What follows belongs to an exercise in optimizing a design on an open flow for small area; a production flow would make more cautious choices.
No run shown here included a check of the RTL's function; only the layout flow was run.

==> flow/design.v (outline; a module is shown in full before it is edited, if it fits) <==
// module complex_butterfly_bfp: 3675 lines
// module bfa: 4 lines
// module bha: 4 lines
module complex_butterfly_bfp #(
  parameter int IWL1    = 16,
  parameter int IWL2    = 16,
  parameter int OWL     = 16,
  parameter int LATENCY = 4,
  parameter int EXPW    = 5
) (
  input  logic            clk,
  input  logic            rst,
  input  logic            strb_in,
  input  logic [1:0]      mode,
  input  logic [IWL1-1:0] din1_re,
  input  logic [IWL1-1:0] din1_im,
  input  logic [IWL2-1:0] din2_re,
  input  logic [IWL2-1:0] din2_im,
  input  logic [IWL1-1:0] din3_re,
  input  logic [IWL1-1:0] din3_im,
  input  logic            stage_clr,
  input  logic            frame_start,
  output logic [OWL-1:0]  dout1_re,
  output logic [OWL-1:0]  dout1_im,
  output logic [OWL-1:0]  dout2_re,
  output logic [OWL-1:0]  dout2_im,
  output logic            strb_out,
  output logic            sat_out,
  output logic            grow,
  output logic [EXPW-1:0] blk_exp,
  output logic            busy,
  output logic            clr_err
);
  // ...
==> flow/run.sh <==
#!/bin/bash
# synth_recipe.tcl (not shown) runs the flow's synth.tcl, then flattens the netlist and writes it again
# the make line also repeats each setting of config.mk as NAME=value (left out here)
make -C /OpenROAD-flow-scripts/flow DESIGN_CONFIG=/design/flow/config.mk WORK_HOME=/design/flow/orfs CLKGATE_MAP_FILE= SYNTH_SCRIPT=/design/flow/synth_recipe.tcl finish
==> flow/config.mk <==
export PLATFORM = sky130hd
export DESIGN_NAME = complex_butterfly_bfp
export DESIGN_NICKNAME = complex_butterfly_bfp
export VERILOG_FILES = /design/flow/design.v
export SDC_FILE = /design/flow/constraint.sdc
export NUM_CORES = 4
export LEC_CHECK = 0
export ABC_AREA = 1
export CAP_MARGIN = 20
export CORE_MARGIN = 2
export CORE_UTILIZATION = 40
export CTS_BUF_LIST = sky130_fd_sc_hd__clkbuf_4
export SLEW_MARGIN = 20
export SYNTH_HIERARCHICAL = 1
export SYNTH_MINIMUM_KEEP_SIZE = 0
==> flow/constraint.sdc <==
create_clock -name core_clock -period 11.0 [get_ports {clk}]
set_input_delay 2.2000 -clock core_clock [delete_from_list [all_inputs] [get_ports {clk}]]
set_output_delay 2.2000 -clock core_clock [all_outputs]
set_load 0.01 [all_outputs]
==> results.toml, run 1 <==
[critical_path]
crit-reg2reg-launch = "ap_im[0]$_DFF_P_"
startpoint = "din2_im[13]"
worst-r2r-setup-slack_ns = 2.85

[global_route]
grt_pass1_wl_um = 157000
use_met1_pct = 33.8

[clock_tree]
cts_buffer_depth = 3
htree_levels = 3
cts_num_sinks = 277

[cells_and_area]
num-multi-input-gates = 2509
nNetsFinal = 4129
antenna_cells = 1

[synth]
synth_compound_area_share_pct = 15.1
avgSynthCellArea_um2 = 9.71
synth-main-ff-cell = "dfxtp_1"

[placement]
io_buffers = 176
pre_cts_ws_ns = 1.74

[route]
ant_nets = 0
top_layer = "met5"

[outcome]
outcome = "finished clean"

[timing]
layout_setup_ws_ns = 2.40
final.setup_skew_ns = 0.0782
worst_pin_slew_ns = 1.18
slew_headroom_pct = 21.1

[floorplanning]
tapCellCount = 1050
==> inputs of run 2 (changes only) <==
--- a/flow/config.mk
+++ b/flow/config.mk
@@ -9,7 +9,6 @@
 export CAP_MARGIN = 20
 export CORE_MARGIN = 2
 export CORE_UTILIZATION = 40
-export CTS_BUF_LIST = sky130_fd_sc_hd__clkbuf_4
 export SLEW_MARGIN = 20
 export SYNTH_HIERARCHICAL = 1
 export SYNTH_MINIMUM_KEEP_SIZE = 0
==> run 2 against run 1 <==
Effect of this change:
- die area unchanged
- non-clock buffer count did not move
- setup slack worse by 0.15 ns
- clock-buffer cell count down 66
- critical path type unchanged
- critical endpoint unchanged
- global-route usage is 0.19 points lower
==> results.toml, run 2 <==
[synth]
synth_area_leader_cell = "fa_1"
netlist_area_mm2 = 0.0318
syn-instance-count = 3276
yosysSeqAreaShare_pct = 17.4
synth_top_area_share_pct = 34.4
async_flop_share_pct = 0
synth_edf_count = 0
synth-main-ff-cell = "dfxtp_1"
ys_types = 48
synth_seq_cells = 277
yosys-top-cells-area = "fa_1 34%, dfxtp_1 17%, xor2_1 14%"
avgSynthCellArea_um2 = 9.71
synthTopCellsByCount = "546 x fa_1, 524 x xor2_1, 484 x o22ai_1"
yosysWarnings = 7
yosysMostFrequentCell = "fa_1"

[timing]
drv_slew = 0
final.setup_skew_ns = 0.0248
period_share_pct = 79.6
worst_pin_slew_ns = 1.17
grt_setup_unrepaired = "no"
hold_slack_ns = 0.323
setup_viol = 0
layout_setup_ws_ns = 2.25
setup-tns-final_ns = 0
hold_violations = 0
max_freq_mhz = 114
fin_crit_ns = 8.75
slew_headroom_pct = 21.6

[critical_path]
worst-path-stages = 25
startpoint = "din2_im[13]"
crit_end = "q_im[16]$_DFF_P_"
cpPeakStageDelay_ns = 0.94
required_ns = 11.44
r2r_cells = 26
cp-end-kind = "register"
crit_slowest_cell = "clkdlybuf4s50_1"
arrival_ns = 9.19
crit_family = "adder cells"
cp_num_buf_inv = 3
crit_fanout = 21
crit-reg2reg-launch = "ap_im[0]$_DFF_P_"
r2r_end = "w3[5]$_DFF_P_"
startpoint_type = "input pin"
path_common_cell = "fa_1"
worst-r2r-setup-slack_ns = 2.85
worstSetupPathType = "in2reg"

[cells_and_area]
final_cell_area_mm2 = 0.0354
final_common_cell = "fa_1"
fillCellCount = 7636
seq_area_mm2 = 0.00555
final_cell_mix = "546 x fa_1, 524 x xor2_1, 484 x o22ai_1"
area_delta_synth_final_pct = 11.3
multiInputGateArea_mm2 = 0.0243
drive_above_1_share_pct = 6.72
reg_top3 = "w3 x65, w3b x65, w4 x65"
nNetsFinal = 4087

[clock_tree]
clk_pin_slew_ns = 0.07
cts-root-buf = "clkbuf_16"
post_cts_buffers = 0
cts_num_sinks = 277
cts-resized-gates = 0
ctsHoldBuffers = 0
cts_buffer_depth = 3
cts_tree = "done"
insertion_delay_ns = 0.56
cts_buffers = 28
htree_levels = 1

[global_route]
grt_pass1_wl_um = 157000
grt_pass1_vias = 25700
antenna_found_initial = 2
grt_max_degree = 71
track_usage_pct = 24.9
grt-ovfl-total = 0

[placement]
pre_cts_ws_ns = 1.74
place_area_mm2 = 0.0345
dpl.hpwl_um = 76300
io_buffers = 176
routabilityCongestion = 0.964

[floorplanning]
die_h_um = 286
fp.coreArea_mm2 = 0.0789
die_width_um = 286
placementRows = 103
ios = 177
start_util_pct = 40.3
die-area_mm2 = 0.0818

[route]
drc = 0
ant_nets = 0
viasPerCell = 5.78
wirelength_um = 103000
routedWlPerCell_um = 23.5
via_count = 25300
drtIter0Drc = 2453
drt-pass1-iter-count = 5

[outcome]
outcome = "finished clean"

[run]
maxCapViolCount = 0

[hold_path]
hp-start = "w3[39]$_DFF_P_"
hold_path_class = "reg2reg"
==> run 2: cell count changes in the layout (fill, tap and decap cells not counted) <==
cell / previous run / this run
clkbuf_8: 0 / 2
clkbuf_16: 0 / 29
diode_2: 1 / 3
clkinv_1: 17 / 3
clkinv_2: 6 / 3
clkbuf_4: 101 / 0
clkbuf_1: 0 / 4
clkinvlp_4: 2 / 3
clkinv_8: 0 / 1
clkinv_4: 1 / 4
inv_6: 3 / 5
==> run 2: stage by stage <==
step	utilization, %	std cells
floorplan	-	3293
global placement	43.7	4316
finish	44.9	4371
global route	44.9	4368
CTS	44.9	4368
detailed placement	43.7	4316
==> run 2: modules after synthesis, one instance, submodules excluded <==
module	copies in the design	cells	area [µm²]
bfa	466	1	20.0
bha	46	1	12.5
complex_butterfly_bfp	1	2764	21900
==> run 2: worst min-delay path by stage <==
stage / cells after the start / end / slack, ns
final: 0 / w3b[39]$_DFF_P_ / 0.32
after global routing: 0 / w3b[32]$_DFF_P_ / 0.33
after CTS: 0 / w3b[39]$_DFF_P_ / 0.32
after detailed placement: 0 / w3b[31]$_DFF_P_ / 0.31
after global placement: 0 / w3b[32]$_DFF_P_ / 0.31
after floorplan: 0 / w3b[0]$_DFF_P_ / 0.31
==> run 2: kinds of logic (layout without fill, tap and decap cells) <==
kind of cell | count (synthesis) | after routing | synth area share, %
AO/OA/AOI/OAI | 767 | 767 | 15.1
buffers and inverters | 507 | 532 | 6.57
flip-flops | 277 | 277 | 17.4
XOR/XNOR | 530 | 530 | 14.6
adder cells (fa/ha/maj) | 688 | 688 | 39.9
AND/OR/NAND/NOR | 506 | 506 | 6.39
other | 1 | 21 | 0.0118
==> run 2: area by class of cell <==
type                    instances  share of cell area (%)
multi-input cells            2509                    68.7
flip-flops and latches        277                    15.7
repair buffers                283                    7.16
well taps                    1050                    3.71
clock buffers                  35                    2.17
inverters                     197                    2.09
clock inverters                17                   0.530
diodes                          3                  0.0212
==> run 2: per-layer routing <==
metal	wire, µm	track usage, %
met1	43200	34.3
met2	44500	37.7
met3	10500	5.49
met4	4620	11.0
met5	0	0

-- port drivers added, routing unchanged --
The flow's constraints put no driver on any port. The routed layouts listed below were extracted and timed again, unchanged, in two steps.
Step 1: set_driving_cell puts a clkbuf_16 on clk and a buf_2 on each other input, an assumption about the parent block.
Step 2 also shifts input and output timing later by t, the mid clock arrival at the registers, as if the neighbouring blocks saw the same clock.
Three values: ideal ports, drivers, drivers and shift; two values: the first two.
run | t, ns | slack for setup (ns) | worst setup path after step 2
run 1 | 0.786 | 2.401 / 2.364 / 1.578 | input to register
run 2 | 0.603 | 2.248 / 2.215 / 1.612 | input to register
After both steps every run listed still meets setup and hold. The setup slack of run 1, which loses most, moves by -0.037 ns with the drivers and by -0.823 ns with both steps.
